This design comes from an exercise in tuning for small area, a short achievable clock period and few clock cycles per item on the open sky130 flow, not from production work. The RTL was checked by simulation tests, not by an equivalence proof against the original design.

===== design/flow/flow/run.sh =====
#!/bin/bash
# Own layout flow: the standard layout (standard.sh, unchanged steps and
# settings), except that Yosys's ABC maps the logic with flow/abc.script
# instead of ORFS's abc_speed.script, and the port buffers that global
# placement inserts on every input and output are buf_1 cells. Registers
# come from dfflibmap before ABC, so they are the standard synthesis's.
set -euo pipefail
W=$(pwd)
sed 's#log_cmd abc {\*}\$abc_args#log_cmd abc {*}[lreplace $abc_args 1 1 '"$W"'/flow/abc.script]#' \
  "$FLOW_HOME/scripts/synth.tcl" > "$W/flow_synth_orfs.tcl"
grep -q "flow/abc.script" "$W/flow_synth_orfs.tcl"
sed "s#\$::env(SCRIPTS_DIR)/synth.tcl#$W/flow_synth_orfs.tcl#" "$W/synth_recipe.tcl" > "$W/flow_synth.tcl"
grep -q "flow_synth_orfs.tcl" "$W/flow_synth.tcl"
bash standard.sh SYNTH_SCRIPT="$W/flow_synth.tcl" \
  "BUFFER_PORTS_ARGS=-buffer_cell sky130_fd_sc_hd__buf_1" finish > "$W/standard.log" 2>&1

===== design/flow/flow/abc.script =====
strash
dc2
dch -f
map -a
topo
stime -c
buffer -c
upsize -c
dnsize -c

===== design/flow/standard.sh =====
#!/bin/bash
# synth_recipe.tcl (not shown) runs the flow's synth.tcl, then flattens the netlist and writes it again
# the make line also repeats each setting of config.mk as NAME=value (left out here)
make -C /OpenROAD-flow-scripts/flow DESIGN_CONFIG=/design/flow/config.mk WORK_HOME=/design/flow/orfs CLKGATE_MAP_FILE= SYNTH_SCRIPT=/design/flow/synth_recipe.tcl "${@:-finish}"

===== design/flow/config.mk =====
export PLATFORM = sky130hd
export DESIGN_NAME = aes_inv_top
export DESIGN_NICKNAME = aes_inv_top
export VERILOG_FILES = /design/flow/design.v
export SDC_FILE = /design/flow/constraint.sdc
export NUM_CORES = 4
export LEC_CHECK = 0
export CAP_MARGIN = 20
export CORE_MARGIN = 2
export CORE_UTILIZATION = 60
export SLEW_MARGIN = 20

===== design/flow/constraint.sdc =====
create_clock -name core_clock -period 8.0 [get_ports {clk_sys}]
set_input_delay 1.6000 -clock core_clock [delete_from_list [all_inputs] [get_ports {clk_sys}]]
set_output_delay 1.6000 -clock core_clock [all_outputs]
set_load 0.01 [all_outputs]

===== design/flow/design.v =====
`timescale 1ns/1ps
module aes_inv_key_sched (
  input  logic                clk_sys,
  input  logic [127:0]        key_last,
  input  logic                first,
  output logic [127:0]        key_prev,
  output logic                last_round
);
  localparam int WORD_W = 32;
  localparam int BYTE_W = 8;
  logic [7:0]   rcon;
  logic [7:0]   rcon_q;
  logic [127:0] key_q;
  logic [127:0] key_cur;
  logic [31:0] w0;
  logic [31:0] w1;
  logic [31:0] w2;
  logic [31:0] w3;
  logic [31:0] p0;
  logic [31:0] p1;
  logic [31:0] p2;
  logic [31:0] p3;
  logic [31:0] rot_w;
  logic [31:0] sub_w;
  logic [31:0] w0_rc;
  function automatic logic [7:0] gf_div2(logic [7:0] b);
    logic [8:0] tmp;
    tmp = {1'b0, b} ^ (b[0] ? 9'h11b : 9'h000);
    gf_div2 = tmp[8:1];
  endfunction
  assign rcon = first ? 8'h36 : rcon_q;
  always_ff @(posedge clk_sys) begin
    rcon_q <= gf_div2(rcon);
  end
  assign last_round = (rcon_q == 8'h01);
  assign key_cur = first ? key_last : key_q;
  assign {w0, w1, w2, w3} = key_cur;
  assign p3 = w3 ^ w2;
  assign p2 = w2 ^ w1;
  assign p1 = w1 ^ w0;
  assign rot_w = {p3[WORD_W-BYTE_W-1:0], p3[WORD_W-1 -: BYTE_W]};
  for (genvar b = 0; b < 4; b++) begin : g_sub
    aes_sbox_fwd u_sbox (
      .a (rot_w[BYTE_W*b +: BYTE_W]),
      .y (sub_w[BYTE_W*b +: BYTE_W])
    );
  end
  assign w0_rc = w0 ^ {rcon, {(WORD_W-BYTE_W){1'b0}}};
  assign p0 = sub_w ^ w0_rc;
  assign key_prev = {p0, p1, p2, p3};
  always_ff @(posedge clk_sys) begin
    key_q <= key_prev;
  end
endmodule
module aes_sbox_fwd (
  input  logic [7:0] a,
  output logic [7:0] y
);
  logic [30:0] tx;
  logic [33:0] bx;
  logic T1, T2, T3, T4, T5, T6, T7, T8, T9, T10, T11, T12, T13, T14, T15, T16, T17, T18, T19, T20, T21, T22, T23, T24, T25, T26, T27, U7;
  logic M1, M2, M3, M4, M5, M6, M7, M8, M9, M10, M11, M12, M13, M14, M15, M16, M17, M18, M19, M20, M21, M22, M23, M24, M25, M26, M27, M28, M29, M30, M31, M32, M33, M34, M35, M36, M37, M38, M39, M40, M41, M42, M43, M44, M45, M46, M47, M48, M49, M50, M51, M52, M53, M54, M55, M56, M57, M58, M59, M60, M61, M62, M63;
  assign tx[0] = a[1] ^ a[3];
  assign tx[1] = a[5] ^ a[6];
  assign tx[2] = a[4] ^ a[7];
  assign tx[3] = a[2] ^ a[5];
  assign tx[4] = a[2] ^ a[6];
  assign tx[5] = a[0] ^ tx[1];
  assign tx[6] = tx[0] ^ tx[4];
  assign tx[7] = a[1] ^ a[2];
  assign tx[8] = a[2] ^ a[4];
  assign tx[9] = tx[0] ^ tx[3];
  assign tx[10] = tx[0] ^ tx[2];
  assign tx[11] = a[0] ^ a[1];
  assign tx[12] = a[2] ^ a[7];
  assign tx[13] = a[0] ^ a[4];
  assign tx[14] = a[3] ^ a[7];
  assign tx[15] = a[1] ^ a[7];
  assign tx[16] = tx[3] ^ tx[14];
  assign tx[17] = tx[2] ^ tx[7];
  assign tx[18] = tx[0] ^ tx[1];
  assign tx[19] = a[7] ^ tx[7];
  assign tx[20] = tx[2] ^ tx[3];
  assign tx[21] = tx[1] ^ tx[10];
  assign tx[22] = a[0] ^ tx[10];
  assign tx[23] = a[4] ^ tx[5];
  assign tx[24] = a[0] ^ tx[6];
  assign tx[25] = a[7] ^ tx[9];
  assign tx[26] = tx[8] ^ tx[18];
  assign tx[27] = a[1] ^ tx[5];
  assign tx[28] = tx[2] ^ tx[6];
  assign tx[29] = tx[5] ^ tx[19];
  assign tx[30] = a[7] ^ tx[5];
  assign T1 = tx[2];
  assign T2 = tx[12];
  assign T3 = tx[15];
  assign T4 = tx[8];
  assign T5 = tx[0];
  assign T6 = tx[10];
  assign T7 = tx[1];
  assign T8 = tx[22];
  assign T9 = tx[5];
  assign T10 = tx[21];
  assign T11 = tx[4];
  assign T12 = tx[3];
  assign T13 = tx[17];
  assign T14 = tx[28];
  assign T15 = tx[6];
  assign T16 = tx[9];
  assign T17 = tx[24];
  assign T18 = tx[13];
  assign T19 = tx[23];
  assign T20 = tx[30];
  assign T21 = tx[11];
  assign T22 = tx[27];
  assign T23 = tx[29];
  assign T24 = tx[26];
  assign T25 = tx[25];
  assign T26 = tx[16];
  assign T27 = tx[20];
  assign U7 = a[0];
  assign M1 = T13 & T6;
  assign M2 = T23 & T8;
  assign M3 = T14 ^ M1;
  assign M4 = T19 & U7;
  assign M5 = M4 ^ M1;
  assign M6 = T3 & T16;
  assign M7 = T22 & T9;
  assign M8 = T26 ^ M6;
  assign M9 = T20 & T17;
  assign M10 = M9 ^ M6;
  assign M11 = T1 & T15;
  assign M12 = T4 & T27;
  assign M13 = M12 ^ M11;
  assign M14 = T2 & T10;
  assign M15 = M14 ^ M11;
  assign M16 = M3 ^ M2;
  assign M17 = M5 ^ T24;
  assign M18 = M8 ^ M7;
  assign M19 = M10 ^ M15;
  assign M20 = M16 ^ M13;
  assign M21 = M17 ^ M15;
  assign M22 = M18 ^ M13;
  assign M23 = M19 ^ T25;
  assign M24 = M22 ^ M23;
  assign M25 = M22 & M20;
  assign M26 = M21 ^ M25;
  assign M27 = M20 ^ M21;
  assign M28 = M23 ^ M25;
  assign M29 = M28 & M27;
  assign M30 = M26 & M24;
  assign M31 = M20 & M23;
  assign M32 = M27 & M31;
  assign M33 = M27 ^ M25;
  assign M34 = M21 & M22;
  assign M35 = M24 & M34;
  assign M36 = M24 ^ M25;
  assign M37 = M21 ^ M29;
  assign M38 = M32 ^ M33;
  assign M39 = M23 ^ M30;
  assign M40 = M35 ^ M36;
  assign M41 = M38 ^ M40;
  assign M42 = M37 ^ M39;
  assign M43 = M37 ^ M38;
  assign M44 = M39 ^ M40;
  assign M45 = M42 ^ M41;
  assign M46 = M44 & T6;
  assign M47 = M40 & T8;
  assign M48 = M39 & U7;
  assign M49 = M43 & T16;
  assign M50 = M38 & T9;
  assign M51 = M37 & T17;
  assign M52 = M42 & T15;
  assign M53 = M45 & T27;
  assign M54 = M41 & T10;
  assign M55 = M44 & T13;
  assign M56 = M40 & T23;
  assign M57 = M39 & T19;
  assign M58 = M43 & T3;
  assign M59 = M38 & T22;
  assign M60 = M37 & T20;
  assign M61 = M42 & T1;
  assign M62 = M45 & T4;
  assign M63 = M41 & T2;
  assign bx[0] = M61 ^ M62;
  assign bx[1] = M50 ^ bx[0];
  assign bx[2] = M55 ^ M56;
  assign bx[3] = M48 ^ M58;
  assign bx[4] = M46 ^ M49;
  assign bx[5] = M47 ^ bx[2];
  assign bx[6] = M53 ^ bx[1];
  assign bx[7] = M54 ^ M60;
  assign bx[8] = M51 ^ M59;
  assign bx[9] = M46 ^ M52;
  assign bx[10] = bx[3] ^ bx[7];
  assign bx[11] = bx[1] ^ bx[5];
  assign bx[12] = M56 ^ M57;
  assign bx[13] = M49 ^ M52;
  assign bx[14] = M48 ^ M51;
  assign bx[15] = M61 ^ M63;
  assign bx[16] = M54 ^ M58;
  assign bx[17] = bx[4] ^ bx[12];
  assign bx[18] = M53 ^ bx[0];
  assign bx[19] = bx[3] ^ bx[8];
  assign bx[20] = bx[2] ^ bx[13];
  assign bx[21] = bx[0] ^ bx[4];
  assign bx[22] = bx[8] ^ bx[16];
  assign bx[23] = bx[9] ^ bx[15];
  assign bx[24] = bx[9] ^ bx[18];
  assign bx[25] = bx[10] ^ bx[23];
  assign bx[26] = bx[10] ^ bx[17];
  assign bx[27] = bx[19] ^ bx[21];
  assign bx[28] = bx[6] ^ bx[26];
  assign bx[29] = bx[6] ^ bx[20];
  assign bx[30] = bx[4] ^ bx[11];
  assign bx[31] = bx[5] ^ bx[24];
  assign bx[32] = bx[6] ^ bx[22];
  assign bx[33] = bx[11] ^ bx[14];
  assign y[0] = ~bx[27];
  assign y[1] = ~bx[32];
  assign y[2] = bx[28];
  assign y[3] = bx[33];
  assign y[4] = bx[30];
  assign y[5] = ~bx[25];
  assign y[6] = ~bx[31];
  assign y[7] = bx[29];
endmodule
`timescale 1ns/1ps
module aes_inv_round (
  input  logic [127:0]        state,
  input  logic [127:0]        cipher_text,
  input  logic [127:0]        key_last,
  input  logic                first,
  output logic [127:0]        round_out
);
  localparam int STATE_W = 128;
  localparam int WORD_W = 32;
  localparam int BYTE_W = 8;
  localparam int NUM_COLS = STATE_W / WORD_W;
  localparam int NUM_ROWS = WORD_W / BYTE_W;
  logic [127:0] mixed;
  logic [127:0] shifted;
  for (genvar c = 0; c < NUM_COLS; c++) begin : g_mix
    aes_inv_mix_col u_mix (
      .a (state[STATE_W-1-WORD_W*c -: WORD_W]),
      .y (mixed[STATE_W-1-WORD_W*c -: WORD_W])
    );
  end
  always_comb begin
    for (int c = 0; c < NUM_COLS; c++) begin
      for (int r = 0; r < NUM_ROWS; r++) begin
        shifted[STATE_W-1-BYTE_W*(NUM_ROWS*c+r) -: BYTE_W] =
          first ? (cipher_text[STATE_W-1-BYTE_W*(NUM_ROWS*((c-r+NUM_COLS)%NUM_COLS)+r) -: BYTE_W] ^
                   key_last[STATE_W-1-BYTE_W*(NUM_ROWS*((c-r+NUM_COLS)%NUM_COLS)+r) -: BYTE_W])
                : mixed[STATE_W-1-BYTE_W*(NUM_ROWS*((c-r+NUM_COLS)%NUM_COLS)+r) -: BYTE_W];
      end
    end
  end
  for (genvar i = 0; i < NUM_COLS*NUM_ROWS; i++) begin : g_sub
    aes_sbox_inv u_sbox (
      .a (shifted[BYTE_W*i +: BYTE_W]),
      .y (round_out[BYTE_W*i +: BYTE_W])
    );
  end
endmodule
module aes_sbox_inv (
  input  logic [7:0] a,
  output logic [7:0] y
);
  logic [36:0] tx;
  logic [35:0] bx;
  logic T1, T2, T3, T4, T5, T6, T7, T8, T9, T10, T11, T12, T13, T14, T15, T16, T17, T18, T19, T20, T21, T22, T23, T24, T25, T26, T27, U7;
  logic M1, M2, M3, M4, M5, M6, M7, M8, M9, M10, M11, M12, M13, M14, M15, M16, M17, M18, M19, M20, M21, M22, M23, M24, M25, M26, M27, M28, M29, M30, M31, M32, M33, M34, M35, M36, M37, M38, M39, M40, M41, M42, M43, M44, M45, M46, M47, M48, M49, M50, M51, M52, M53, M54, M55, M56, M57, M58, M59, M60, M61, M62, M63;
  assign tx[0] = a[0] ^ a[6];
  assign tx[1] = a[3] ^ a[4];
  assign tx[2] = a[1] ^ a[7];
  assign tx[3] = a[2] ^ a[5];
  assign tx[4] = a[4] ^ a[6];
  assign tx[5] = a[3] ^ a[6];
  assign tx[6] = a[7] ^ tx[3];
  assign tx[7] = a[3] ^ tx[0];
  assign tx[8] = a[0] ^ tx[1];
  assign tx[9] = a[4] ^ tx[0];
  assign tx[10] = a[1] ^ a[2];
  assign tx[11] = a[0] ^ a[3];
  assign tx[12] = a[4] ^ a[7];
  assign tx[13] = a[1] ^ a[5];
  assign tx[14] = a[6] ^ a[7];
  assign tx[15] = a[5] ^ tx[2];
  assign tx[16] = tx[3] ^ tx[5];
  assign tx[17] = tx[1] ^ tx[10];
  assign tx[18] = tx[1] ^ tx[14];
  assign tx[19] = tx[3] ^ tx[4];
  assign tx[20] = a[2] ^ tx[2];
  assign tx[21] = tx[0] ^ tx[2];
  assign tx[22] = a[5] ^ tx[1];
  assign tx[23] = a[7] ^ tx[4];
  assign tx[24] = tx[5] ^ tx[13];
  assign tx[25] = a[1] ^ tx[7];
  assign tx[26] = a[1] ^ tx[9];
  assign tx[27] = tx[7] ^ tx[20];
  assign tx[28] = a[5] ^ tx[9];
  assign tx[29] = tx[2] ^ tx[16];
  assign tx[30] = tx[9] ^ tx[13];
  assign tx[31] = a[7] ^ tx[7];
  assign tx[32] = tx[8] ^ tx[15];
  assign tx[33] = a[1] ^ tx[8];
  assign tx[34] = tx[9] ^ tx[20];
  assign tx[35] = tx[6] ^ tx[7];
  assign tx[36] = tx[6] ^ tx[8];
  assign T1 = tx[1];
  assign T2 = ~tx[14];
  assign T3 = tx[33];
  assign T4 = ~tx[18];
  assign T5 = tx[16];
  assign T6 = tx[19];
  assign T7 = tx[36];
  assign T8 = ~tx[23];
  assign T9 = ~tx[8];
  assign T10 = tx[31];
  assign T11 = ~tx[32];
  assign T12 = ~tx[10];
  assign T13 = ~tx[21];
  assign T14 = ~tx[27];
  assign T15 = ~tx[34];
  assign T16 = ~tx[24];
  assign T17 = tx[30];
  assign T18 = ~tx[29];
  assign T19 = ~tx[26];
  assign T20 = ~tx[25];
  assign T21 = ~tx[35];
  assign T22 = ~tx[4];
  assign T23 = tx[12];
  assign T24 = ~tx[11];
  assign T25 = ~tx[22];
  assign T26 = ~tx[28];
  assign T27 = ~tx[17];
  assign U7 = ~tx[6];
  assign M1 = T13 & T6;
  assign M2 = T23 & T8;
  assign M3 = T14 ^ M1;
  assign M4 = T19 & U7;
  assign M5 = M4 ^ M1;
  assign M6 = T3 & T16;
  assign M7 = T22 & T9;
  assign M8 = T26 ^ M6;
  assign M9 = T20 & T17;
  assign M10 = M9 ^ M6;
  assign M11 = T1 & T15;
  assign M12 = T4 & T27;
  assign M13 = M12 ^ M11;
  assign M14 = T2 & T10;
  assign M15 = M14 ^ M11;
  assign M16 = M3 ^ M2;
  assign M17 = M5 ^ T24;
  assign M18 = M8 ^ M7;
  assign M19 = M10 ^ M15;
  assign M20 = M16 ^ M13;
  assign M21 = M17 ^ M15;
  assign M22 = M18 ^ M13;
  assign M23 = M19 ^ T25;
  assign M24 = M22 ^ M23;
  assign M25 = M22 & M20;
  assign M26 = M21 ^ M25;
  assign M27 = M20 ^ M21;
  assign M28 = M23 ^ M25;
  assign M29 = M28 & M27;
  assign M30 = M26 & M24;
  assign M31 = M20 & M23;
  assign M32 = M27 & M31;
  assign M33 = M27 ^ M25;
  assign M34 = M21 & M22;
  assign M35 = M24 & M34;
  assign M36 = M24 ^ M25;
  assign M37 = M21 ^ M29;
  assign M38 = M32 ^ M33;
  assign M39 = M23 ^ M30;
  assign M40 = M35 ^ M36;
  assign M41 = M38 ^ M40;
  assign M42 = M37 ^ M39;
  assign M43 = M37 ^ M38;
  assign M44 = M39 ^ M40;
  assign M45 = M42 ^ M41;
  assign M46 = M44 & T6;
  assign M47 = M40 & T8;
  assign M48 = M39 & U7;
  assign M49 = M43 & T16;
  assign M50 = M38 & T9;
  assign M51 = M37 & T17;
  assign M52 = M42 & T15;
  assign M53 = M45 & T27;
  assign M54 = M41 & T10;
  assign M55 = M44 & T13;
  assign M56 = M40 & T23;
  assign M57 = M39 & T19;
  assign M58 = M43 & T3;
  assign M59 = M38 & T22;
  assign M60 = M37 & T20;
  assign M61 = M42 & T1;
  assign M62 = M45 & T4;
  assign M63 = M41 & T2;
  assign bx[0] = M58 ^ M61;
  assign bx[1] = M52 ^ M54;
  assign bx[2] = M59 ^ M62;
  assign bx[3] = M49 ^ M50;
  assign bx[4] = M48 ^ M56;
  assign bx[5] = bx[0] ^ bx[2];
  assign bx[6] = M59 ^ M63;
  assign bx[7] = M52 ^ M53;
  assign bx[8] = M50 ^ M51;
  assign bx[9] = M47 ^ M60;
  assign bx[10] = M55 ^ M61;
  assign bx[11] = M57 ^ bx[4];
  assign bx[12] = bx[1] ^ bx[3];
  assign bx[13] = M46 ^ bx[8];
  assign bx[14] = bx[1] ^ bx[5];
  assign bx[15] = M49 ^ M51;
  assign bx[16] = M46 ^ M48;
  assign bx[17] = M57 ^ M63;
  assign bx[18] = bx[9] ^ bx[10];
  assign bx[19] = M62 ^ bx[9];
  assign bx[20] = bx[6] ^ bx[7];
  assign bx[21] = bx[3] ^ bx[7];
  assign bx[22] = bx[10] ^ bx[17];
  assign bx[23] = bx[4] ^ bx[6];
  assign bx[24] = bx[0] ^ bx[11];
  assign bx[25] = bx[5] ^ bx[21];
  assign bx[26] = bx[12] ^ bx[23];
  assign bx[27] = M47 ^ bx[13];
  assign bx[28] = bx[12] ^ bx[19];
  assign bx[29] = bx[13] ^ bx[20];
  assign bx[30] = bx[24] ^ bx[29];
  assign bx[31] = bx[24] ^ bx[28];
  assign bx[32] = bx[14] ^ bx[15];
  assign bx[33] = bx[14] ^ bx[16];
  assign bx[34] = bx[18] ^ bx[26];
  assign bx[35] = bx[14] ^ bx[27];
  assign y[0] = bx[22];
  assign y[1] = bx[25];
  assign y[2] = bx[35];
  assign y[3] = bx[30];
  assign y[4] = bx[33];
  assign y[5] = bx[31];
  assign y[6] = bx[34];
  assign y[7] = bx[32];
endmodule
module aes_inv_mix_col (
  input  logic [31:0] a,
  output logic [31:0] y
);
  logic [171:0] x;
  assign x[0] = a[29] ^ a[5];
  assign x[1] = a[21] ^ a[13];
  assign x[2] = a[30] ^ a[14];
  assign x[3] = a[22] ^ a[6];
  assign x[4] = x[0] ^ x[1];
  assign x[5] = a[23] ^ a[7];
  assign x[6] = a[31] ^ a[3];
  assign x[7] = a[19] ^ a[15];
  assign x[8] = a[26] ^ x[3];
  assign x[9] = a[2] ^ x[2];
  assign x[10] = a[20] ^ a[4];
  assign x[11] = a[25] ^ a[9];
  assign x[12] = a[16] ^ a[0];
  assign x[13] = a[17] ^ a[1];
  assign x[14] = a[24] ^ a[8];
  assign x[15] = a[28] ^ a[12];
  assign x[16] = a[18] ^ a[10];
  assign x[17] = a[27] ^ a[11];
  assign x[18] = a[7] ^ x[4];
  assign x[19] = a[23] ^ x[4];
  assign x[20] = x[5] ^ x[17];
  assign x[21] = x[6] ^ x[7];
  assign x[22] = x[8] ^ x[9];
  assign x[23] = a[31] ^ a[15];
  assign x[24] = a[29] ^ x[15];
  assign x[25] = a[27] ^ x[11];
  assign x[26] = x[6] ^ x[13];
  assign x[27] = x[7] ^ x[13];
  assign x[28] = a[22] ^ x[10];
  assign x[29] = x[12] ^ x[14];
  assign x[30] = a[11] ^ x[11];
  assign x[31] = x[3] ^ x[14];
  assign x[32] = a[5] ^ x[15];
  assign x[33] = a[6] ^ x[10];
  assign x[34] = x[2] ^ x[12];
  assign x[35] = x[20] ^ x[21];
  assign x[36] = x[18] ^ x[30];
  assign x[37] = x[16] ^ x[22];
  assign x[38] = a[30] ^ a[13];
  assign x[39] = a[16] ^ a[15];
  assign x[40] = a[21] ^ a[14];
  assign x[41] = a[31] ^ a[8];
  assign x[42] = a[10] ^ x[10];
  assign x[43] = a[28] ^ x[1];
  assign x[44] = a[12] ^ x[0];
  assign x[45] = a[18] ^ x[15];
  assign x[46] = x[2] ^ x[11];
  assign x[47] = x[3] ^ x[13];
  assign x[48] = a[25] ^ x[16];
  assign x[49] = x[5] ^ x[24];
  assign x[50] = x[23] ^ x[32];
  assign x[51] = x[9] ^ x[45];
  assign x[52] = x[8] ^ x[27];
  assign x[53] = x[17] ^ x[29];
  assign x[54] = a[0] ^ x[19];
  assign x[55] = x[3] ^ x[35];
  assign x[56] = x[19] ^ x[25];
  assign x[57] = a[24] ^ a[15];
  assign x[58] = a[31] ^ a[17];
  assign x[59] = a[9] ^ a[10];
  assign x[60] = a[20] ^ a[5];
  assign x[61] = a[29] ^ a[4];
  assign x[62] = a[20] ^ a[13];
  assign x[63] = a[8] ^ a[1];
  assign x[64] = a[9] ^ a[1];
  assign x[65] = a[13] ^ a[14];
  assign x[66] = a[25] ^ a[0];
  assign x[67] = a[26] ^ a[18];
  assign x[68] = a[21] ^ a[4];
  assign x[69] = a[30] ^ a[23];
  assign x[70] = a[24] ^ a[9];
  assign x[71] = a[19] ^ a[10];
  assign x[72] = a[31] ^ a[16];
  assign x[73] = x[2] ^ x[7];
  assign x[74] = x[5] ^ x[14];
  assign x[75] = x[41] ^ x[66];
  assign x[76] = x[6] ^ x[71];
  assign x[77] = x[1] ^ x[2];
  assign x[78] = a[7] ^ x[40];
  assign x[79] = x[39] ^ x[63];
  assign x[80] = a[24] ^ x[58];
  assign x[81] = x[12] ^ x[23];
  assign x[82] = x[0] ^ x[2];
  assign x[83] = a[3] ^ x[67];
  assign x[84] = a[18] ^ x[64];
  assign x[85] = a[15] ^ x[38];
  assign x[86] = a[17] ^ x[59];
  assign x[87] = a[1] ^ x[23];
  assign x[88] = x[39] ^ x[70];
  assign x[89] = a[31] ^ x[65];
  assign x[90] = a[17] ^ x[5];
  assign x[91] = x[3] ^ x[16];
  assign x[92] = a[21] ^ x[69];
  assign x[93] = x[8] ^ x[48];
  assign x[94] = x[28] ^ x[85];
  assign x[95] = x[44] ^ x[68];
  assign x[96] = x[21] ^ x[44];
  assign x[97] = x[26] ^ x[91];
  assign x[98] = a[28] ^ x[8];
  assign x[99] = x[26] ^ x[42];
  assign x[100] = a[12] ^ x[42];
  assign x[101] = x[9] ^ x[29];
  assign x[102] = x[9] ^ x[48];
  assign x[103] = x[20] ^ x[60];
  assign x[104] = x[28] ^ x[78];
  assign x[105] = x[34] ^ x[41];
  assign x[106] = x[47] ^ x[75];
  assign x[107] = x[74] ^ x[84];
  assign x[108] = x[46] ^ x[80];
  assign x[109] = x[33] ^ x[77];
  assign x[110] = x[34] ^ x[57];
  assign x[111] = x[21] ^ x[43];
  assign x[112] = a[15] ^ x[31];
  assign x[113] = x[24] ^ x[40];
  assign x[114] = x[33] ^ x[92];
  assign x[115] = x[29] ^ x[73];
  assign x[116] = x[47] ^ x[88];
  assign x[117] = a[20] ^ x[26];
  assign x[118] = x[46] ^ x[79];
  assign x[119] = x[33] ^ x[89];
  assign x[120] = x[31] ^ x[90];
  assign x[121] = x[34] ^ x[87];
  assign x[122] = x[32] ^ x[38];
  assign x[123] = x[31] ^ x[72];
  assign x[124] = a[4] ^ x[27];
  assign x[125] = x[28] ^ x[82];
  assign x[126] = x[81] ^ x[86];
  assign x[127] = x[52] ^ x[53];
  assign x[128] = x[93] ^ x[121];
  assign x[129] = x[52] ^ x[100];
  assign x[130] = x[83] ^ x[115];
  assign x[131] = x[22] ^ x[126];
  assign x[132] = x[51] ^ x[124];
  assign x[133] = x[35] ^ x[125];
  assign x[134] = x[49] ^ x[94];
  assign x[135] = x[62] ^ x[96];
  assign x[136] = x[19] ^ x[116];
  assign x[137] = x[51] ^ x[117];
  assign x[138] = x[61] ^ x[111];
  assign x[139] = x[43] ^ x[103];
  assign x[140] = x[19] ^ x[105];
  assign x[141] = x[18] ^ x[118];
  assign x[142] = x[20] ^ x[95];
  assign x[143] = x[50] ^ x[114];
  assign x[144] = x[53] ^ x[97];
  assign x[145] = x[98] ^ x[99];
  assign x[146] = x[22] ^ x[107];
  assign x[147] = x[76] ^ x[101];
  assign x[148] = x[102] ^ x[120];
  assign x[149] = x[18] ^ x[106];
  assign x[150] = x[49] ^ x[119];
  assign x[151] = x[18] ^ x[123];
  assign x[152] = a[2] ^ x[19];
  assign x[153] = x[35] ^ x[109];
  assign x[154] = x[18] ^ x[110];
  assign x[155] = x[50] ^ x[104];
  assign x[156] = x[37] ^ x[142];
  assign x[157] = x[37] ^ x[139];
  assign x[158] = x[36] ^ x[145];
  assign x[159] = x[56] ^ x[147];
  assign x[160] = x[56] ^ x[137];
  assign x[161] = x[36] ^ x[130];
  assign x[162] = x[37] ^ x[138];
  assign x[163] = x[55] ^ x[122];
  assign x[164] = x[18] ^ x[144];
  assign x[165] = x[127] ^ x[152];
  assign x[166] = x[37] ^ x[135];
  assign x[167] = x[54] ^ x[108];
  assign x[168] = x[55] ^ x[113];
  assign x[169] = x[54] ^ x[112];
  assign x[170] = x[36] ^ x[132];
  assign x[171] = x[56] ^ x[129];
  assign y[24] = x[140];
  assign y[25] = x[136];
  assign y[26] = x[148];
  assign y[27] = x[161];
  assign y[28] = x[171];
  assign y[29] = x[157];
  assign y[30] = x[168];
  assign y[31] = x[134];
  assign y[16] = x[169];
  assign y[17] = x[141];
  assign y[18] = x[131];
  assign y[19] = x[164];
  assign y[20] = x[170];
  assign y[21] = x[166];
  assign y[22] = x[153];
  assign y[23] = x[155];
  assign y[8] = x[154];
  assign y[9] = x[149];
  assign y[10] = x[146];
  assign y[11] = x[159];
  assign y[12] = x[158];
  assign y[13] = x[156];
  assign y[14] = x[163];
  assign y[15] = x[150];
  assign y[0] = x[151];
  assign y[1] = x[167];
  assign y[2] = x[128];
  assign y[3] = x[165];
  assign y[4] = x[160];
  assign y[5] = x[162];
  assign y[6] = x[133];
  assign y[7] = x[143];
endmodule
`timescale 1ns/1ps
module aes_inv_control (
  input  logic                clk_sys,
  input  logic                rst_n,
  input  logic                req,
  input  logic [127:0]        round_out,
  input  logic [127:0]        key_prev,
  input  logic                last_round,
  output logic                ack,
  output logic [127:0]        plain_text,
  output logic [127:0]        state,
  output logic                first,
  output logic                step
);
  localparam logic [1:0] ctrl_idle = 2'd0;
  localparam logic [1:0] ctrl_run  = 2'd1;
  localparam logic [1:0] ctrl_done = 2'd2;
  logic [1:0]  ctrl_q;
  logic [1:0]  ctrl_d;
  logic [127:0] data_q;
  always_comb begin
    ctrl_d = ctrl_q;
    case (ctrl_q)
      ctrl_idle: begin
        if (req) begin
          ctrl_d = ctrl_run;
        end
      end
      ctrl_run: begin
        if (last_round) begin
          ctrl_d = ctrl_done;
        end
      end
      ctrl_done: begin
        if (!req) begin
          ctrl_d = ctrl_idle;
        end
      end
      default: ctrl_d = ctrl_idle;
    endcase
  end
  always_ff @(posedge clk_sys or negedge rst_n) begin
    if (!rst_n) begin
      ctrl_q <= ctrl_idle;
    end else begin
      ctrl_q <= ctrl_d;
    end
  end
  assign first = (ctrl_q == ctrl_idle);
  assign step  = (ctrl_q == ctrl_run);
  always_ff @(posedge clk_sys) begin
    if (ctrl_q != ctrl_done) begin
      data_q <= round_out ^ key_prev;
    end
  end
  assign state = data_q;
  assign plain_text = data_q;
  assign ack = (ctrl_q == ctrl_done);
endmodule
`timescale 1ns/1ps
module aes_inv_top (
  input  logic                clk_sys,
  input  logic                rst_n,
  input  logic                req,
  input  logic [127:0]        cipher_text,
  input  logic [127:0]        key_last,
  output logic                ack,
  output logic [127:0]        plain_text
);
  logic         first;
  logic         step;
  logic         last_round;
  logic [127:0] key_prev;
  logic [127:0] state;
  logic [127:0] round_out;
  aes_inv_control u_control (
    .clk_sys     (clk_sys),
    .rst_n       (rst_n),
    .req         (req),
    .round_out   (round_out),
    .key_prev    (key_prev),
    .last_round  (last_round),
    .ack         (ack),
    .plain_text  (plain_text),
    .state       (state),
    .first       (first),
    .step        (step)
  );
  aes_inv_round u_round (
    .state       (state),
    .cipher_text (cipher_text),
    .key_last    (key_last),
    .first       (first),
    .round_out   (round_out)
  );
  aes_inv_key_sched u_key_sched (
    .clk_sys    (clk_sys),
    .key_last   (key_last),
    .first      (first),
    .key_prev   (key_prev),
    .last_round (last_round)
  );
endmodule

==> impl_summary.txt, run 1 <==
----------------------------------------------------
[Clock network]
  Number of clock sinks ... ~270
  Htree depth ... 2
  Post-cts sizing count ... 0
  Total of hold buffers inserted after clock tree synthesis ... 0
  Clock Tree Buf Depth ... 3
  Clock insertion delay at the later pin of the skew report ... a little under 600 ps
  Post-CTS repair timing setup buffer count ... 0
  CTS tree ... done
  Clock transition time at the flip-flop clock pins of the worst setup and hold paths ... 60 ps
  Inserted Clock Buffers ... 38
  Cell at the root of the clock tree ... clkbuf_16

[Route]
  Routed vias ... around 37k
  Routed via count divided by cell count ... 5.22
  Number of iterations in the first detailed-routing pass ... 6
  Final ANT Viol Nets ... 0
  Number of violations reported at the end of detailed-routing iteration 0 ... 3031
  Wire length after detailed routing ... 139000 um
  Remaining design rule violation count ... 0
  Routed len/inst ... ~20 um

[STA]
  Final Hold Viols ... 0
  Worst clock skew ... between 20 and 25 ps
  Final Max Tran Viols ... 0
  Part of the cycle the worst path needs ... 0.860
  Max Clk Rate ... approximately 150 MHz
  Actual transition at the worst max-transition pin ... ~1200 ps
  Worst slew margin relative to its limit ... 0.173
  Sum Neg Setup Slack ... 0 ps
  Final period demand of the worst path ... between 6000 and 7000 ps
  Smallest hold slack ... around 450 ps
  RSZ-0062 raised after global routing ... false
  Final setup violation count ... 0

[Global route]
  Congestion Overflow GR ... 0
  Total routing resource utilization after global routing ... 0.375
  Pin count of the biggest net entering global routing ... about 100
  Antenna violations before repair ... 12
  First-pass GRT wire length ... about 200000 um
  Number of global-route vias before repair ... 34.0k

[Critical path]
  Stage delay of the slowest cell on the critical path ... between 600 and 700 ps
  Critical path class ... reg -> reg
  Worst path buffer plus inverter count ... 8
  Critical Path End Type ... flip-flop
  Arr. time, crit path ... between 7000 and 8000 ps
  Slack of the worst reg-to-reg path ... about 1100 ps
  Largest fanout on the critical path ... 6
  Category of cells accounting for the largest share of critical-path delay ... XOR/XNOR gates
  Crit-path slowest cell ... xor2_1
  Worst setup SP type ... flip-flop
  Critical Path RT ... 8290 ps

[Die]
  DIE HEIGHT ... roughly 270 um
  Number of I/O pins ... 388
  Starting density of the core ... 0.604
  Site row count ... 97
  Core Region ... roughly 70000 um2
  Die X-Extent ... between 200 and 300 um
  Die area ... 72400 um2

[Yosys]
  Xor and xnor fraction of the mapped netlist area ... 0.523
  Library cell with the largest summed area after synthesis ... xor2_1
  Proportion of synthesized area in mux cells ... 0.00935
  Post-Synth Simple-Gate Area ... 0.195
  Top area cells in the synthesized netlist ... xor2_1 (31%), xnor2_1 (15%), nand2_1 (12%)
  Synth async-reset ratio ... 0.00752
  Post-Synthesis Net Count ... 5916
  Sequential element share of the synthesized area ... 0.157
  Share of the synthesized area in compound gates (AO/OA/AOI/OAI) ... 0.0541
  Post-synthesis instance area ... 42200 um2
  Number of warnings reported in the yosys synthesis log ... 3
  Dominant combinational cell family by area after synthesis ... XOR/XNOR gates
  Post-Synthesis Mean Instance Area ... 7.46 um2
  Share of the synthesized area in the top cell type ... 0.312
  Post-Synthesis Cells ... about 5.6k
  Number of enable flip-flop cells after synthesis ... 128
  Most used DFF post-synth ... dfxtp_1
  Count of unique library cells instantiated by Yosys ... 64
  Adder-cell share of the synthesized area ... 0.00237
  Post-synthesis register bit count ... roughly 270

[Place]
  Input/output buffers ... approximately 390
  Post-detailed-placement half-perimeter wirelength ... 118000 um
  Weighted congestion reported at the end of routability-driven placement ... between 1 and 1.5

[Job]
  Max Cap Viol ... 0

[Run status]
  Run status ... no timing/DRC/antenna violations

[Worst hold path]
  Worst hold path class ... reg -> reg

[Final layout]
  Signed area change from the synthesized netlist to the final layout ... 9.00%
  NumNets Final ... roughly 6.3k
  Layout cell share with drive strength beyond 1 ... 0.0857

----------------------------------------------------
-- cells by family (layout without fill, tap and decap cells) --
kind of cell / after synthesis / after routing
and+or+nand+nor: 1947 / 1947
AOI/OAI and AO/OA: 396 / 396
DFF: 266 / 266
buffers and inverters: 618 / 1040
other: 0 / 1
adders and majority gates: 8 / 8
xor gates and xnor gates: 2377 / 2377
muxes: 37 / 37
-- cells in the mapped netlist (4+ instances only) --
cell,count
buf_2,20
buf_1,6
ha_1,8
xor2_4,10
inv_1,474
buf_4,8
dfxtp_1,136
or2_0,15
o21ai_2,17
nor3_1,4
mux2i_1,33
clkbuf_8,5
nor2_1,247
nor2_2,13
a21oi_1,112
clkbuf_1,14
xnor2_2,43
edfxtp_1,128
or2_2,67
clkinv_1,6
buf_6,8
a31oi_1,9
xnor2_1,731
xor2_2,87
o21ai_0,157
nand2_1,1340
o22ai_1,11
nand2_2,76
nand3_1,89
xnor2_4,4
o21a_1,7
nand2_4,19
o21ai_1,42
a211oi_1,5
o211ai_1,15
inv_2,76
xor2_1,1502
or2_1,60
-- cell type report --
cell class                      instances  area (um2)
Tap cell                              940        1180
Antenna cell                            1        2.50
Timing Repair Buffer                  414        1680
Clock buffer                           50        1080
Multi-Input combinational cell       4765       33000
Clock inverter                         20         253
Sequential cell                       266        6620
Inverter                              556        2100
Fill cell                            6436       23800
-- state kept, by name, indices dropped and copies added, names as in the netlist --
| signal | count |
|---|---|
| u_control.ctrl_q | 2 |
| u_control.data_q | 128 |
| u_key_sched.key_q | 128 |
| u_key_sched.rcon_q | 8 |
-- stage by stage --
stage	instance area [um2]	utilization	setup slack (ps)	cells
2_1_floorplan	42200	-	1910	5649
3_3_place_gp	44600	0.639	1010	6941
3_5_place_dp	44600	0.639	868	6941
4_1_cts	45900	0.658	1190	7011
5_1_grt	45900	0.658	414	7012
6_report	45900	0.658	1120	7012
-- layout by cell type (no fill, tap or decap), types with 9 or more instances in the layout --
master,n
o21ai_2,17
dfxtp_1,136
nor2_1,247
clkinv_1,9
or2_1,60
nor2_2,13
or2_0,15
buf_4,25
o211ai_1,15
nand3_1,89
xor2_2,87
clkbuf_16,41
inv_2,75
edfxtp_1,128
xnor2_2,43
o21ai_0,156
buf_1,387
or2_2,67
nand2_1,1340
o22ai_1,11
inv_1,473
nand2_2,76
a21oi_1,112
a31oi_1,9
xor2_4,10
xnor2_1,731
o21ai_1,43
mux2i_1,33
nand2_4,19
xor2_1,1502
-- path summary, 6_finish.rpt --
| check | start | end | cells past startpoint |
|---|---|---|---|
| min reg2reg | u_key_sched.rcon_q[0] | u_key_sched.rcon_q[2] | 1 |
| min | u_key_sched.rcon_q[0] | u_key_sched.rcon_q[2] | 1 |
| min in group asynchronous | rst_n | u_control.ctrl_q[0] | 1 |
| max reg2reg | u_control.data_q[7] | u_control.data_q[76] | 35 |
| max in group asynchronous | rst_n | u_control.ctrl_q[1] | 1 |
| max | u_control.data_q[7] | u_control.data_q[76] | 35 |
-- routing by layer --
layer | wire [um] | up-vias | track usage | share of wire
li1 | - | 17900 | - | -
met1 | 59600 | 17100 | 0.494 | 0.43
met2 | 62800 | 1257 | 0.610 | 0.45
met3 | 9910 | 236 | 0.0553 | 0.071
met4 | 6890 | 8 | 0.167 | 0.049
met5 | 57 | - | 0 | 0.00041
Testbench counts, summed over its fixed seeds: cycles 4,216, blocks 384.
==> run 2, diff against run 1 <==
--- a/design/flow/flow/run.sh
+++ b/design/flow/flow/run.sh
@@ -3,5 +3,7 @@
 # settings), except that Yosys's ABC maps the logic with flow/abc.script
 # instead of ORFS's abc_speed.script, and the port buffers that global
-# placement inserts on every input and output are buf_1 cells. Registers
+# placement inserts on every input and output are buf_1 cells, and timing-
+# driven global placement weights the 30% most critical nets instead of 10%.
+# Registers
 # come from dfflibmap before ABC, so they are the standard synthesis's.
 set -euo pipefail
@@ -13,3 +15,4 @@
 grep -q "flow_synth_orfs.tcl" "$W/flow_synth.tcl"
 bash standard.sh SYNTH_SCRIPT="$W/flow_synth.tcl" \
-  "BUFFER_PORTS_ARGS=-buffer_cell sky130_fd_sc_hd__buf_1" finish > "$W/standard.log" 2>&1
+  "BUFFER_PORTS_ARGS=-buffer_cell sky130_fd_sc_hd__buf_1" \
+  "GLOBAL_PLACEMENT_ARGS=-timing_driven_nets_percentage 30" finish > "$W/standard.log" 2>&1
--- a/design/flow/config.mk
+++ b/design/flow/config.mk
@@ -8,4 +8,5 @@
 export CAP_MARGIN = 20
 export CORE_MARGIN = 2
-export CORE_UTILIZATION = 60
+export CORE_UTILIZATION = 65
+export CTS_BUF_LIST = sky130_fd_sc_hd__clkbuf_8
 export SLEW_MARGIN = 20
==> run 2 against run 1 <==
Effect of this change:
- largest cell class unchanged
- final area is 0.75% lower
- area after synthesis unchanged
- worst hold slack got worse by 10 ps
- synthesized cell count unchanged
- first-iteration DRC count up 14%
==> impl_summary.txt, run 2 <==
----------------------------------------------------
[Route]
  Remaining design rule violation count ... 0
  Number of iterations in the first detailed-routing pass ... 6
  Final ANT Viol Nets ... 0
  Wire length after detailed routing ... 141000 um
  Routed vias ... 37.4k
  Number of violations reported at the end of detailed-routing iteration 0 ... 3458
  Routed len/inst ... slightly above 20 um
  Routed via count divided by cell count ... about 5.4

[Die]
  DIE HEIGHT ... approximately 260 um
  Starting density of the core ... 0.656
  Die X-Extent ... between 200 and 300 um
  Core Region ... approximately 64000 um2
  Number of I/O pins ... 388
  Die area ... around 67000 um2
  Site row count ... 93

[Critical path]
  Stage delay of the slowest cell on the critical path ... roughly 750 ps
  Critical path class ... reg -> reg
  Largest fanout on the critical path ... 6
  Slack of the worst reg-to-reg path ... 1220 ps
  Arr. time, crit path ... just over 7000 ps
  Critical Path RT ... 8390 ps
  Crit-path slowest cell ... xnor2_1
  Most numerous cell on the critical path ... nand2_1
  Worst setup SP type ... flip-flop
  Critical Path End Type ... flip-flop

[Final layout]
  NumNets Final ... roughly 6.3k
  Non-filler cells in the finished layout ... roughly 7k
  Signed area change from the synthesized netlist to the final layout ... 8.17%
  Biggest registers after layout ... u_control.data_q (128), u_key_sched.key_q (128), u_key_sched.rcon_q (8)
  Post-route standard cell area excluding fillers ... about 46000 um2
  Layout cell share with drive strength beyond 1 ... 0.0869
  Leading cell type in the layout, fill and taps excluded ... xor2_1
  Filler cell count ... 5606
  Commonest cells after routing, fill and taps aside ... xor2_1 (1502), nand2_1 (1340), xnor2_1 (731), inv_1 (484), buf_1 (387)

[Global route]
  Congestion Overflow GR ... 0
  Number of global-route vias before repair ... 35.4k
  First-pass GRT wire length ... ~210000 um
  Total routing resource utilization after global routing ... 0.408
  Pin count of the biggest net entering global routing ... around 120
  Antenna violations before repair ... 5

[Clock network]
  Inserted Clock Buffers ... slightly above 50
  Post-cts sizing count ... 0
  Number of clock sinks ... 266
  Post-CTS repair timing setup buffer count ... 0
  Htree depth ... 2
  Total of hold buffers inserted after clock tree synthesis ... 0
  Clock Tree Buf Depth ... 3
  Clock insertion delay at the later pin of the skew report ... about 700 ps
  Cell at the root of the clock tree ... clkbuf_8
  CTS tree ... done
  Clock transition time at the flip-flop clock pins of the worst setup and hold paths ... around 60 ps

[STA]
  Max Clk Rate ... around 150 MHz
  Worst slew margin relative to its limit ... 0.172
  Final setup violation count ... 0
  Final worst-path setup slack ... 1220 ps
  Sum Neg Setup Slack ... 0 ps
  Part of the cycle the worst path needs ... 0.847
  RSZ-0062 raised after global routing ... false
  Final Hold Viols ... 0
  Actual transition at the worst max-transition pin ... 1230 ps
  Final Max Tran Viols ... 0
  Final period demand of the worst path ... 6780 ps
  Worst clock skew ... between 50 and 60 ps

[Place]
  Weighted congestion reported at the end of routability-driven placement ... between 1 and 1.5
  Post-detailed-placement half-perimeter wirelength ... approximately 120000 um
  Input/output buffers ... 387
  Post-placement setup slack ... approximately 680 ps
  Placed instance count ... between 6k and 7k
  Instance area at placement ... around 44000 um2

[Yosys]
  Most frequent cells after synthesis ... xor2_1 (1502), nand2_1 (1340), xnor2_1 (731)
  Number of warnings reported in the yosys synthesis log ... 3
  Number of enable flip-flop cells after synthesis ... 128
  Count of unique library cells instantiated by Yosys ... 64
  Synth async-reset ratio ... 0.00752
  Post-Synthesis Net Count ... a little under 6k
  Post-Synthesis Cells ... ~5.6k
  Share of the synthesized area in the top cell type ... 0.312
  Most used DFF post-synth ... dfxtp_1
  Sequential element share of the synthesized area ... 0.157
  Top area cells in the synthesized netlist ... xor2_1 (31%), xnor2_1 (15%), nand2_1 (12%)
  Post-Synthesis Mean Instance Area ... between 7 and 8 um2
  Post-synthesis register bit count ... between 200 and 300
  Post-synthesis instance area ... approximately 42000 um2
  Library cell with the largest summed area after synthesis ... xor2_1
  Most common cell in the netlist ... xor2_1

[Worst hold path]
  Worst hold path class ... reg -> reg

[Run status]
  Run status ... no timing/DRC/antenna violations

[Job]
  Max Cap Viol ... 0

----------------------------------------------------
## run 2: cell counts after synthesis
Identical to the previous run, type by type.
## run 2: worst max-delay path: cells and delay by family, from the launching register on
family	cells	cell delay [ps]
xor gates and xnor gates	12	3410
DFF	1	630
buffers and inverters	5	410
and+or+nand+nor	16	2040
## run 2: final timing paths
path,from,to,cells after the start
min reg2reg,u_key_sched.rcon_q[0],u_key_sched.rcon_q[2],1
max,u_control.data_q[79],u_control.data_q[12],33
max reg2reg,u_control.data_q[79],u_control.data_q[12],33
max in group asynchronous,rst_n,u_control.ctrl_q[1],1
min,u_key_sched.rcon_q[0],u_key_sched.rcon_q[2],1
min in group asynchronous,rst_n,u_control.ctrl_q[0],1
## run 2: cell families after synthesis
logic type	Yosys count	share of synthesized area
xor+xnor	2377	0.523
simple gates	1947	0.195
buf+inv	618	0.0592
compound gates	396	0.0541
flops	266	0.157
mux	37	0.00935
fa+ha+maj	8	0.00237
## run 2: through the flow
step | hold slack, ps | util
2_1_floorplan | 410 | -
3_3_place_gp | 419 | 0.692
3_5_place_dp | 435 | 0.692
4_1_cts | 444 | 0.710
5_1_grt | 453 | 0.710
6_report | 442 | 0.710
## run 2: routing by layer
layer,up-vias,share of wire,wire [um],track usage
li1,18000,-,-,-
met1,17400,0.41,57600,0.539
met2,1652,0.44,62000,0.645
met3,326,0.086,12100,0.0551
met4,6,0.063,8840,0.223
met5,-,0.00029,41,0
## run 2: layout make-up
| cell class | instances | area [um2] | share of cell area |
|---|---|---|---|
| Inverter | 556 | 2100 | 0.0460 |
| Clock buffer | 57 | 785 | 0.0172 |
| Tap cell | 855 | 1070 | 0.0235 |
| Timing Repair Buffer | 405 | 1640 | 0.0360 |
| Antenna cell | 2 | 5.00 | 0.000110 |
| Multi-Input combinational cell | 4765 | 33000 | 0.725 |
| Sequential cell | 266 | 6620 | 0.145 |
| Clock inverter | 39 | 344 | 0.00755 |
==> run 3, diff against run 2 <==
==> design/flow/flow/abc.script (replaced) <==
strash
dc2
resub -K 8
dc2
dch -f
map -a
topo
stime -c
buffer -c
upsize -c
dnsize -c
==> run 3 against run 2 <==
Effect of this change:
- via count decreased by 0.19%
- setup slack improved by 73 ps
- sequential cell count unchanged
- register-to-register slack improved by 70 ps
- core utilization increased by 0.19 points
- sequential share of layout area increased by 0.17 points
- global-route usage increased by 1.0 points
- clock-buffer cell count increased by 5
- highest routed layer unchanged
==> impl_summary.txt, run 3 <==
----------------------------------------------------
[Final layout]
  Layout cell share with drive strength beyond 1 ... 0.0704
  Final core utilization ... 0.712
  NumNets Final ... between 6k and 7k
  Biggest registers after layout ... u_control.data_q (128), u_key_sched.key_q (128), u_key_sched.rcon_q (8)
  Commonest cells after routing, fill and taps aside ... xor2_1 (1504), nand2_1 (1448), xnor2_1 (776), inv_1 (484), buf_1 (387)
  Signed area change from the synthesized netlist to the final layout ... 7.92%
  Leading cell type in the layout, fill and taps excluded ... xor2_1
  Filler cell count ... ~5.5k

[Critical path]
  Critical Path RT ... around 8400 ps
  R2R depth ... 28
  Category of cells accounting for the largest share of critical-path delay ... XOR/XNOR gates
  Arr. time, crit path ... 7140 ps
  Worst path buffer plus inverter count ... 3
  Capture instance of the worst register-to-register path ... u_control.data_q[78]
  Largest fanout on the critical path ... 8
  Slack of the worst reg-to-reg path ... ~1300 ps
  Start of the worst register-to-register path ... u_control.data_q[31]
  Critical path class ... reg -> reg
  Crit-path slowest cell ... edfxtp_1
  Critical Path End Type ... flip-flop
  Stage delay of the slowest cell on the critical path ... between 500 and 600 ps
  Worst setup SP type ... flip-flop

[Route]
  Routed vias ... 37.3k
  Remaining design rule violation count ... 0
  Routed len/inst ... between 20 and 25 um
  Final ANT Viol Nets ... 0
  Routed via count divided by cell count ... between 5 and 6
  Number of iterations in the first detailed-routing pass ... 6
  Wire length after detailed routing ... roughly 140000 um
  Number of violations reported at the end of detailed-routing iteration 0 ... roughly 3.6k

[Yosys]
  Post-synthesis instance area ... 41800 um2
  Post-Synthesis Mean Instance Area ... about 7.4 um2
  Sequential element share of the synthesized area ... 0.158
  Most used DFF post-synth ... dfxtp_1
  Count of unique library cells instantiated by Yosys ... 59
  Post-synthesis register bit count ... roughly 270
  Library cell with the largest summed area after synthesis ... xor2_1
  Number of enable flip-flop cells after synthesis ... 128
  Synth async-reset ratio ... 0.00752
  Most common cell in the netlist ... xor2_1
  Share of the synthesized area in the top cell type ... 0.315
  Top area cells in the synthesized netlist ... xor2_1 (32%), xnor2_1 (16%), nand2_1 (13%)
  Most frequent cells after synthesis ... xor2_1 (1504), nand2_1 (1448), xnor2_1 (776)
  Post-Synthesis Net Count ... roughly 5.9k
  Number of warnings reported in the yosys synthesis log ... 3
  Post-Synthesis Cells ... ~5.6k

[Die]
  Core Region ... around 63000 um2
  Site row count ... 92
  Die X-Extent ... 257 um
  Starting density of the core ... 0.660
  Number of I/O pins ... around 390
  DIE HEIGHT ... 257 um
  Die area ... between 60000 and 70000 um2

[Global route]
  Pin count of the biggest net entering global routing ... 98
  Antenna violations before repair ... 3
  Total routing resource utilization after global routing ... 0.418
  First-pass GRT wire length ... between 200000 and 250000 um
  Congestion Overflow GR ... 0
  Number of global-route vias before repair ... 36.0k

[Clock network]
  Total of hold buffers inserted after clock tree synthesis ... 0
  Clock insertion delay at the later pin of the skew report ... 700 ps
  Number of clock sinks ... 266
  Inserted Clock Buffers ... between 50 and 60
  Clock Tree Buf Depth ... 3
  CTS tree ... done
  Post-CTS repair timing setup buffer count ... 0
  Post-cts sizing count ... 0
  Cell at the root of the clock tree ... clkbuf_8
  Clock transition time at the flip-flop clock pins of the worst setup and hold paths ... roughly 60 ps
  Htree depth ... 2

[Place]
  Post-detailed-placement half-perimeter wirelength ... approximately 120000 um
  Input/output buffers ... between 300 and 400
  Weighted congestion reported at the end of routability-driven placement ... about 1.0

[STA]
  Actual transition at the worst max-transition pin ... roughly 1100 ps
  Smallest hold slack ... roughly 450 ps
  Worst clock skew ... roughly 66 ps
  Final Max Tran Viols ... 0
  Max Clk Rate ... 149 MHz
  Final Hold Viols ... 0
  Worst slew margin relative to its limit ... 0.235
  Final period demand of the worst path ... approximately 6700 ps
  Sum Neg Setup Slack ... 0 ps
  RSZ-0062 raised after global routing ... false
  Part of the cycle the worst path needs ... 0.838
  Final setup violation count ... 0

[Worst hold path]
  Cells on Worst Hold Path ... 1
  Hold path start ... u_key_sched.rcon_q[0]
  Worst hold path class ... reg -> reg
  Worst-case hold path end point ... u_key_sched.rcon_q[2]

[Run status]
  Run status ... no timing/DRC/antenna violations

[Job]
  Max Cap Viol ... 0

----------------------------------------------------
==> run 3: metrics by stage <==
stage	cells	worst slack, ps	cell area, um2
2_1_floorplan	5647	1890	41800
3_3_place_gp	6827	974	44000
3_5_place_dp	6827	862	44000
4_1_cts	6925	1470	45100
5_1_grt	6926	862	45100
6_report	6927	1300	45100
==> run 3: worst max path at each step <==
| stage | startpoint | end | slack, ps | depth (start not counted) |
|---|---|---|---|---|
| 3_5_place_dp | key_last[57] | u_control.data_q[99] | 860 | 28 |
| 6_report | u_control.data_q[31] | u_control.data_q[78] | 1300 | 28 |
| 2_1_floorplan | key_last[49] | u_control.data_q[122] | 1890 | 29 |
| 3_3_place_gp | key_last[57] | u_control.data_q[99] | 970 | 28 |
| 5_1_grt | u_control.data_q[95] | u_control.data_q[95] | 860 | 32 |
| 4_1_cts | u_control.data_q[94] | u_control.data_q[12] | 1470 | 25 |
==> run 3: cells by family after synthesis <==
family | synth area share
XOR/XNOR | 0.527
flip-flops | 0.158
adder cells (fa/ha/maj) | 0.00240
AO/OA/AOI/OAI | 0.0440
multiplexers | 0.00806
buffers and inverters | 0.0581
AND/OR/NAND/NOR | 0.202
==> run 3: area by class of cell <==
type	instances	area, um2	share of cell area
clock inverter	36	251	0.00558
sequential	266	6620	0.147
clock buffer	62	853	0.0189
inverter	522	1970	0.0437
multi-input combinational	4792	32700	0.726
antenna	2	5.00	0.000111
tap	846	1060	0.0235
timing repair buffer	401	1600	0.0354
==> run 3: per-layer routing <==
metal,part of all wire,global-route usage,vias up,wire length [um]
li1,-,-,17900,-
met2,0.45,0.684,1715,64200
met5,0.000063,0,-,9
met3,0.092,0.0730,399,13100
met1,0.40,0.527,17300,56300
met4,0.060,0.215,2,8460
==> run 4, diff against run 3 <==
--- a/design/flow/config.mk
+++ b/design/flow/config.mk
@@ -10,3 +10,4 @@
 export CORE_UTILIZATION = 65
 export CTS_BUF_LIST = sky130_fd_sc_hd__clkbuf_8
+export SETUP_SLACK_MARGIN = 1.5
 export SLEW_MARGIN = 20
==> run 4 against run 3 <==
Effect of this change:
- critical path type unchanged
- highest routed layer unchanged
- register-to-register slack better by 220 ps
- first-iteration DRC count up 19%
==> impl_summary.txt, run 4 <==
----------------------------------------------------
[Run status]
  Run status ... no timing/DRC/antenna violations

[Final layout]
  NumNets Final ... 6456
  Filler cell count ... between 4k and 5k
  Layout cell share with drive strength beyond 1 ... 0.134
  Post-route standard cell area excluding fillers ... around 48000 um2
  Signed area change from the synthesized netlist to the final layout ... 15.7%
  Commonest cells after routing, fill and taps aside ... nand2_1 (1409), xor2_1 (1383), xnor2_1 (717), inv_1 (480), buf_1 (386)
  Biggest registers after layout ... u_control.data_q (128), u_key_sched.key_q (128), u_key_sched.rcon_q (8)
  Leading cell type in the layout, fill and taps excluded ... nand2_1

[STA]
  Final period demand of the worst path ... roughly 6500 ps
  Worst slew margin relative to its limit ... 0.217
  Final Hold Viols ... 0
  Max Clk Rate ... around 150 MHz
  Final setup violation count ... 0
  RSZ-0062 raised after global routing ... true
  Actual transition at the worst max-transition pin ... about 1200 ps
  Sum Neg Setup Slack ... 0 ps
  Worst clock skew ... 58.5 ps
  Final Max Tran Viols ... 0
  Part of the cycle the worst path needs ... 0.810

[Critical path]
  Category of cells accounting for the largest share of critical-path delay ... XOR/XNOR gates
  Endpoint of the worst setup timing path ... u_control.data_q[98]
  Launch point of the critical path ... u_control.data_q[94]
  Start of the worst register-to-register path ... u_control.data_q[94]
  Capture instance of the worst register-to-register path ... u_control.data_q[98]
  Arr. time, crit path ... between 6000 and 7000 ps
  Worst path buffer plus inverter count ... 4
  Critical path class ... reg -> reg
  Stage delay of the slowest cell on the critical path ... 520 ps
  Logic depth of the worst setup path including buffers ... 34
  Crit-path slowest cell ... edfxtp_1
  Most numerous cell on the critical path ... nand2_1
  Critical Path RT ... 8410 ps
  Slack of the worst reg-to-reg path ... approximately 1500 ps
  Largest fanout on the critical path ... 7
  R2R depth ... 34
  Worst setup SP type ... flip-flop
  Critical Path End Type ... flip-flop

[Global route]
  Total routing resource utilization after global routing ... 0.418
  Number of global-route vias before repair ... 36.1k
  Antenna violations before repair ... 5
  First-pass GRT wire length ... ~210000 um
  Pin count of the biggest net entering global routing ... slightly below 100
  Congestion Overflow GR ... 0

[Clock network]
  Inserted Clock Buffers ... 52
  Clock transition time at the flip-flop clock pins of the worst setup and hold paths ... roughly 80 ps
  Total of hold buffers inserted after clock tree synthesis ... 0
  Cell at the root of the clock tree ... clkbuf_8
  Clock Tree Buf Depth ... 3
  Htree depth ... 2
  CTS tree ... done
  Clock insertion delay at the later pin of the skew report ... roughly 700 ps
  Number of clock sinks ... ~270

[Yosys]
  Post-synthesis register bit count ... roughly 270
  Most common cell in the netlist ... xor2_1
  Most frequent cells after synthesis ... xor2_1 (1504), nand2_1 (1448), xnor2_1 (776)
  Count of unique library cells instantiated by Yosys ... 59
  Library cell with the largest summed area after synthesis ... xor2_1
  Number of enable flip-flop cells after synthesis ... approximately 130
  Post-Synthesis Mean Instance Area ... between 7 and 8 um2
  Post-Synthesis Cells ... 5647
  Synth async-reset ratio ... 0.00752
  Post-Synthesis Net Count ... between 5k and 6k
  Post-synthesis instance area ... about 42000 um2
  Share of the synthesized area in the top cell type ... 0.315
  Sequential element share of the synthesized area ... 0.158
  Most used DFF post-synth ... dfxtp_1
  Top area cells in the synthesized netlist ... xor2_1 (32%), xnor2_1 (16%), nand2_1 (13%)
  Number of warnings reported in the yosys synthesis log ... 3

[Die]
  DIE HEIGHT ... 257 um
  Die X-Extent ... approximately 260 um
  Site row count ... 92
  Die area ... approximately 66000 um2
  Number of I/O pins ... a little under 400
  Starting density of the core ... 0.660
  Core Region ... between 60000 and 70000 um2

[Route]
  Routed len/inst ... approximately 21 um
  Final ANT Viol Nets ... 0
  Remaining design rule violation count ... 0
  Number of violations reported at the end of detailed-routing iteration 0 ... around 4.2k
  Routed via count divided by cell count ... roughly 5.5
  Routed vias ... slightly below 40k
  Number of iterations in the first detailed-routing pass ... 6
  Wire length after detailed routing ... 152000 um

[Place]
  Post-detailed-placement half-perimeter wirelength ... about 120000 um
  Instance area at placement ... about 44000 um2
  Input/output buffers ... around 390
  Weighted congestion reported at the end of routability-driven placement ... 1.03

[Worst hold path]
  Worst hold path class ... reg -> reg

[Job]
  Max Cap Viol ... 0

----------------------------------------------------
run 4: through the flow:
stage               hold slack, ps   util  setup slack, ps  instances
floorplan                      427      -             1890       5647
global placement               445  0.694              974       6827
detailed placement             447  0.694              862       6827
CTS                            456  0.712             1500       6925
global route                   472  0.763             1290       7080
finish                         453  0.763             1520       7080
run 4: kinds of logic (layout without fill, tap and decap cells):
logic type / after synthesis / count (layout) / synth area share
xor+xnor: 2398 / 2398 / 0.527
other cells: 0 / 1 / 0
mux: 32 / 32 / 0.00806
buf+inv: 589 / 1175 / 0.0581
compound gates: 320 / 320 / 0.0440
flops: 266 / 266 / 0.158
fa+ha+maj: 8 / 8 / 0.00240
simple gates: 2034 / 2034 / 0.202
run 4: what timing repair did:
action	4_1_cts	5_1_grt
pin swaps	0	61
resized for setup	2	316
hold endpoints to repair	0	0
setup buffers	0	151
cloned	0	3
setup endpoints to repair	3	117
run 4: layout make-up:
type	instances	area [um2]	area share
multi-input combinational	4792	34700	0.718
sequential	266	6620	0.137
timing repair buffer	555	2870	0.0594
inverter	522	1970	0.0408
tap	846	1060	0.0219
clock buffer	62	853	0.0177
clock inverter	36	251	0.00520
antenna	1	2.50	0.0000518
run 4: layer usage:
layer	part of all wire	vias to the layer above	wire, um	GRT usage
met1	0.38	18200	57800	0.525
li1	-	18100	-	-
met3	0.10	546	15400	0.0749
met2	0.45	2207	68800	0.684
met5	0.00020	-	30	0
met4	0.066	6	10100	0.215
run 4: worst min path at each step:
| stage | startpoint | end | slack, ps | depth (start not counted) |
|---|---|---|---|---|
| 6_report | u_key_sched.rcon_q[0] | u_key_sched.rcon_q[2] | 450 | 1 |
| 4_1_cts | u_key_sched.rcon_q[0] | u_key_sched.rcon_q[2] | 460 | 1 |
| 3_3_place_gp | u_key_sched.rcon_q[6] | u_key_sched.rcon_q[5] | 440 | 2 |
| 5_1_grt | u_key_sched.rcon_q[0] | u_key_sched.rcon_q[2] | 470 | 1 |
| 2_1_floorplan | u_key_sched.rcon_q[0] | u_key_sched.rcon_q[2] | 430 | 1 |
| 3_5_place_dp | u_key_sched.rcon_q[0] | u_key_sched.rcon_q[2] | 450 | 1 |

## what the ideal ports hide
Ports are ideal in the flow. The routed layouts listed here were re-timed in OpenROAD. Step 1 sets driving cells, clkbuf_16 on the clock port and buf_2 on the other inputs (assumed; they add their load-dependent delay and slew). Step 2, shift: input delay + t, output delay - t, t = (earliest + latest rising clock arrival at the registers) / 2. This alone moves slack from input paths to output paths. Slacks: ideal / step 1 / step 2; pairs: ideal / step 1.
| run | t (ns) | setup WS [ns] | clock arrival spread, ns | worst register clock-pin slew, ns |
|---|---|---|---|---|
| run 1 | 0.636 | 1.116 / 1.116 / 0.756 | 0.026 / 0.026 | 0.07 / 0.07 |
| run 2 | 0.739 | 1.224 / 1.224 / 0.527 | 0.052 / 0.052 | 0.08 / 0.08 |
| run 3 | 0.741 | 1.297 / 1.297 / 0.659 | 0.066 / 0.066 | 0.07 / 0.07 |
| run 4 | 0.744 | 1.522 / 1.522 / 1.119 | 0.059 / 0.059 | 0.08 / 0.08 |
After both steps every run listed still meets setup and hold. For run 2, which loses most, drivers alone change the setup slack by 0.000 ns; drivers and shift together by -0.697 ns.
